From an optimization exercise on the open Yosys and OpenROAD flow, aimed at small area and a short achievable clock period; shortcuts taken in it are not production practice.
Only simulation tests tie the RTL to the original design; equivalence was not proved.

==> inputs of 11-22 <==
==> flow/design.v (excerpt) <==
module dft_bin_acc
#(
    parameter int N      = 256,
    parameter int PH_LAT = 6,
    parameter int ACC_W  = dft_pkg::ACC_W_DEF
) (
    input  logic                     CK,
    input  logic                     RST,
    input  logic                     START,
    input  logic signed [dft_pkg::PH_W-1:0]   cos0,
    input  logic signed [dft_pkg::PH_W-1:0]   sin0,
    input  logic signed [dft_pkg::PH_W-1:0]   cos1,
    input  logic signed [dft_pkg::PH_W-1:0]   sin1,
    output logic [dft_pkg::ADDR_W-1:0]        smp_addr,
    input  logic signed [dft_pkg::SMP_W-1:0]  smp_data,
    output logic signed [ACC_W-1:0]  re0,
    output logic signed [ACC_W-1:0]  im0,
    output logic signed [ACC_W-1:0]  re1,
    output logic signed [ACC_W-1:0]  im1,
    output logic                     busy,
    output logic                     done
    ,
    output logic [ACC_W-1:0]         mag0,
    output logic [ACC_W-1:0]         mag1
);
==> module mag43, before the edit <==
module mag43 (
    input  logic [42:0] a,
    input  logic [42:0] b,
    output logic [42:0] m
);
    logic [42:0] s1, s2;
    logic gt;
    add43 u_s1 (.a(a), .b({1'b0, b[42:1]}), .y(s1));
    add43 u_s2 (.a(b), .b({1'b0, a[42:1]}), .y(s2));
    gt43 u_gt (.a(a), .b(b), .gt(gt));
    assign m = gt ? s1 : s2;
endmodule
==> module dft_bin_acc, before the edit <==
module dft_bin_acc
#(
    parameter int N      = 256,
    parameter int PH_LAT = 6,
    parameter int ACC_W  = dft_pkg::ACC_W_DEF
) (
    input  logic                     CK,
    input  logic                     RST,
    input  logic                     START,
    input  logic signed [dft_pkg::PH_W-1:0]   cos0,
    input  logic signed [dft_pkg::PH_W-1:0]   sin0,
    input  logic signed [dft_pkg::PH_W-1:0]   cos1,
    input  logic signed [dft_pkg::PH_W-1:0]   sin1,
    output logic [dft_pkg::ADDR_W-1:0]        smp_addr,
    input  logic signed [dft_pkg::SMP_W-1:0]  smp_data,
    output logic signed [ACC_W-1:0]  re0,
    output logic signed [ACC_W-1:0]  im0,
    output logic signed [ACC_W-1:0]  re1,
    output logic signed [ACC_W-1:0]  im1,
    output logic                     busy,
    output logic                     done
    ,
    output logic [ACC_W-1:0]         mag0,
    output logic [ACC_W-1:0]         mag1
);
    localparam int W = 44;      
    localparam int MW = 43;     
    logic [8:0] cnt;
    logic       done_q;
    logic       init_q;      
    logic       en_q;        
    logic       ld;          
    logic [8:0] one_q, two_q, neg_q;
    logic [8:0] one_d, two_d, neg_d;
    logic [8:0] negs;
    logic [W-1:0] a_re0, a_im0, a_re1, a_im1;
    logic [MW-1:0] m_re0, m_im0, m_re1, m_im1;
    logic [MW-1:0] mag0_d, mag1_d;
    logic [MW-1:0] mag0_q, mag1_q;
    always_ff @(posedge CK or posedge RST) begin
        if (RST) begin
            cnt    <= '0;
            busy   <= 1'b0;
            done_q <= 1'b0;
            init_q <= 1'b0;
        end else begin
            if (START)     cnt <= 9'd509;
            else if (busy) cnt <= cnt + 9'd1;
            busy   <= START | (busy & (cnt != 9'd259));
            done_q <= ~START & busy & (cnt == 9'd258);
            init_q <= START;
        end
    end
    assign smp_addr = cnt;
    assign done     = done_q & ~START;
    assign ld = busy & ~START & (cnt >= 9'd1) & (cnt <= 9'd256);
    always_comb begin
        logic [18:0] xe;
        xe = {smp_data, 1'b0};
        for (int j = 0; j < 9; j++) begin
            one_d[j] = xe[2*j+1] ^ xe[2*j];
            two_d[j] = (xe[2*j+2] & ~xe[2*j+1] & ~xe[2*j]) | (~xe[2*j+2] & xe[2*j+1] & xe[2*j]);
            neg_d[j] = xe[2*j+2];
        end
    end
    always_ff @(posedge CK or posedge RST) begin
        if (RST) begin
            one_q <= '0;
            two_q <= '0;
            neg_q <= '0;
            en_q  <= 1'b0;
        end else begin
            one_q <= ld ? one_d : 9'd0;
            two_q <= ld ? two_d : 9'd0;
            neg_q <= ld ? neg_d : 9'd0;
            en_q  <= ld;
        end
    end
    assign negs = ~neg_q & {9{en_q}};
    cplx_mac u_re0 (.clk(CK), .rst(RST), .init(init_q), .en(en_q), .one(one_q), .two(two_q),
                    .neg(neg_q), .c(cos0), .acc(a_re0), .mabs(m_re0));
    cplx_mac u_im0 (.clk(CK), .rst(RST), .init(init_q), .en(en_q), .one(one_q), .two(two_q),
                    .neg(negs),  .c(sin0), .acc(a_im0), .mabs(m_im0));
    cplx_mac u_re1 (.clk(CK), .rst(RST), .init(init_q), .en(en_q), .one(one_q), .two(two_q),
                    .neg(neg_q), .c(cos1), .acc(a_re1), .mabs(m_re1));
    cplx_mac u_im1 (.clk(CK), .rst(RST), .init(init_q), .en(en_q), .one(one_q), .two(two_q),
                    .neg(negs),  .c(sin1), .acc(a_im1), .mabs(m_im1));
    assign re0 = {{(ACC_W-W){a_re0[W-1]}}, a_re0};
    assign im0 = {{(ACC_W-W){a_im0[W-1]}}, a_im0};
    assign re1 = {{(ACC_W-W){a_re1[W-1]}}, a_re1};
    assign im1 = {{(ACC_W-W){a_im1[W-1]}}, a_im1};
    mag43 u_mag0 (.a(m_re0), .b(m_im0), .m(mag0_d));
    mag43 u_mag1 (.a(m_re1), .b(m_im1), .m(mag1_d));
    always_ff @(posedge CK or posedge RST) begin
        if (RST) begin
            mag0_q <= '0;
            mag1_q <= '0;
        end else begin
            mag0_q <= mag0_d;
            mag1_q <= mag1_d;
        end
    end
    assign mag0 = {{(ACC_W-MW){1'b0}}, mag0_q};
    assign mag1 = {{(ACC_W-MW){1'b0}}, mag1_q};
endmodule
export LEC_CHECK = 0
export CAP_MARGIN = 20
export CORE_MARGIN = 2
export CORE_UTILIZATION = 40
export SETUP_SLACK_MARGIN = 4.5
export SLEW_MARGIN = 20
export SYNTH_HIERARCHICAL = 1
create_clock -name core_clock -period 9.5 [get_ports {CK}]
run.sh (not shown) runs the stock make flow with config.mk's settings and CLKGATE_MAP_FILE= SYNTH_SCRIPT=/design/flow/synth_recipe.tcl, a recipe that flattens the netlist after the stock synthesis.
==> 01-18: changes against 11-22 <==
--- a/flow/design.v
+++ b/flow/design.v
@@ -1365,17 +1365,16 @@
     assign m[41] = p41 ^ (v[43] ? ~c0_41 : c1_41);
     assign m[42] = p42 ^ (v[43] ? ~c0_42 : c1_42);
 endmodule
-module mag43 (
+module magsel43 (
     input  logic [42:0] a,
     input  logic [42:0] b,
-    output logic [42:0] m
+    output logic [42:0] hi,
+    output logic [41:0] lo
 );
-    logic [42:0] s1, s2;
     logic gt;
-    add43 u_s1 (.a(a), .b({1'b0, b[42:1]}), .y(s1));
-    add43 u_s2 (.a(b), .b({1'b0, a[42:1]}), .y(s2));
     gt43 u_gt (.a(a), .b(b), .gt(gt));
-    assign m = gt ? s1 : s2;
+    assign hi = gt ? a : b;
+    assign lo = gt ? b[42:1] : a[42:1];
 endmodule
 module add43 (
     input  logic [42:0] a,
@@ -2074,8 +2073,7 @@
     logic [8:0] negs;
     logic [W-1:0] a_re0, a_im0, a_re1, a_im1;
     logic [MW-1:0] m_re0, m_im0, m_re1, m_im1;
-    logic [MW-1:0] mag0_d, mag1_d;
-    logic [MW-1:0] mag0_q, mag1_q;
+    logic [MW-1:0] mag0_s, mag1_s;
     always_ff @(posedge CK or posedge RST) begin
         if (RST) begin
             cnt    <= '0;
@@ -2128,17 +2126,25 @@
     assign im0 = {{(ACC_W-W){a_im0[W-1]}}, a_im0};
     assign re1 = {{(ACC_W-W){a_re1[W-1]}}, a_re1};
     assign im1 = {{(ACC_W-W){a_im1[W-1]}}, a_im1};
-    mag43 u_mag0 (.a(m_re0), .b(m_im0), .m(mag0_d));
-    mag43 u_mag1 (.a(m_re1), .b(m_im1), .m(mag1_d));
+    logic [MW-1:0] hi0_d, hi1_d, hi0_q, hi1_q;
+    logic [MW-2:0] lo0_d, lo1_d, lo0_q, lo1_q;
+    magsel43 u_sel0 (.a(m_re0), .b(m_im0), .hi(hi0_d), .lo(lo0_d));
+    magsel43 u_sel1 (.a(m_re1), .b(m_im1), .hi(hi1_d), .lo(lo1_d));
     always_ff @(posedge CK or posedge RST) begin
         if (RST) begin
-            mag0_q <= '0;
-            mag1_q <= '0;
+            hi0_q <= '0;
+            lo0_q <= '0;
+            hi1_q <= '0;
+            lo1_q <= '0;
         end else begin
-            mag0_q <= mag0_d;
-            mag1_q <= mag1_d;
+            hi0_q <= hi0_d;
+            lo0_q <= lo0_d;
+            hi1_q <= hi1_d;
+            lo1_q <= lo1_d;
         end
     end
-    assign mag0 = {{(ACC_W-MW){1'b0}}, mag0_q};
-    assign mag1 = {{(ACC_W-MW){1'b0}}, mag1_q};
+    add43 u_mag0 (.a(hi0_q), .b({1'b0, lo0_q}), .y(mag0_s));
+    add43 u_mag1 (.a(hi1_q), .b({1'b0, lo1_q}), .y(mag1_s));
+    assign mag0 = {{(ACC_W-MW){1'b0}}, mag0_s};
+    assign mag1 = {{(ACC_W-MW){1'b0}}, mag1_s};
 endmodule
==> flow/flow/run.sh (new file) <==
#!/bin/bash
# The standard layout (the standard.sh, unchanged synthesis), except that the
# buffers placed on the ports are plain buffers (buf_2, which timing repair may
# upsize) instead of the delay-type buffer buffer_ports picks by default.
set -euo pipefail
bash standard.sh synth > synth.log 2>&1
bash standard.sh "BUFFER_PORTS_ARGS=-buffer_cell sky130_fd_sc_hd__buf_2" finish > layout.log 2>&1
==> flow/standard.sh (new file) <==
#!/bin/bash
# synth_recipe.tcl (not shown) runs the flow's synth.tcl, then flattens the netlist and writes it again
# the make line also repeats each setting of config.mk as NAME=value (left out here)
make -C /OpenROAD-flow-scripts/flow DESIGN_CONFIG=/design/flow/config.mk WORK_HOME=/design/flow/orfs CLKGATE_MAP_FILE= SYNTH_SCRIPT=/design/flow/synth_recipe.tcl "${@:-finish}"
- SETUP_SLACK_MARGIN: 4.5 -> 3.5
removed: flow/run.sh
==> 06-10: changes against 11-22 <==
- SETUP_SLACK_MARGIN: 4.5 -> 3.5
==> summary of the runs <==
06-10 completed with no timing, DRC or antenna violations. 11-22 produced a clean layout. 01-18 produced a clean layout.
Routed wire length, lowest first: 01-18, 06-10, 11-22.
In 01-18 the flip-flop and latch count is higher than in 06-10, by 84.
Against 11-22, the setup slack of 01-18 is higher by 37 ps.
The highest via count belongs to 11-22, the lowest to 01-18.
The highest count of clock-buffer cells in the layout belongs to 01-18, the lowest to 06-10.
First-iteration DRC count: 11-22 > 06-10 > 01-18.
==> figures <==
| metric | 06-10 | 01-18 | 11-22 |
|---|---|---|---|
| Run status | complete, no violations | complete, no violations | complete, no violations |
| Drt initial violations | 4158 | 3781 | 4319 |
| Number of clock buffers in the layout | 93 | 110 | 99 |
| Antenna violations before repair | 13 | 8 | 11 |
| Setup Fix Bufs, Post-CTS | 68 | 7 | 384 |
| Global-route wire length before repair | 363 mm | 350 mm | 381 mm |
| Worst-case hold slack | 635 ps | 628 ps | 632 ps |
| Crit path time final | 5930 ps | 5810 ps | 5850 ps |
| Stage delay of the slowest cell on the critical path | 430 ps | 470 ps | 560 ps |
| Adder-cell area share of the yosys netlist | 29.0% | 27.6% | 29.0% |
| Global Route met2 Usage | 42.5% | 42.3% | 44.9% |
| Fraction of the yosys area taken by sequential cells | 16.7% | 19.9% | 16.7% |

[port drivers added, routing unchanged]
How much do the figures lean on ideal ports? The routed layouts below were timed once more, with nothing changed but the port constraints. Step 1: set_driving_cell puts a clkbuf_16 on CK and a buf_2 on each other input, an assumption about the parent block. Step 2 times the ports against the registers' clock, not the clock port: input delays grow and output delays shrink by t, the midpoint of the rising clock arrivals with the driver on. a / b / c = no drivers / after step 1 / after step 2; a / b = the first two.
| run | t (ns) | slack for setup (ns) | worst hold slack (ns) | worst setup path at the end | worst slew at a driven data input, ns |
|---|---|---|---|---|---|
| 11-22 | 0.790 | 3.651 / 3.651 / 3.651 | 0.632 / 0.632 / 0.632 | register to register | 0.08 |
| 01-18 | 0.756 | 3.687 / 3.628 / 3.593 | 0.628 / 0.628 / 0.628 | input to register | 0.15 |
| 06-10 | 0.766 | 3.567 / 3.567 / 2.805 | 0.635 / 0.635 / 0.635 | input to register | 0.21 |
After both steps setup and hold are still met in every run listed. For 06-10, which loses most, drivers alone change the setup slack by 0.000 ns; drivers and shift together by -0.762 ns.
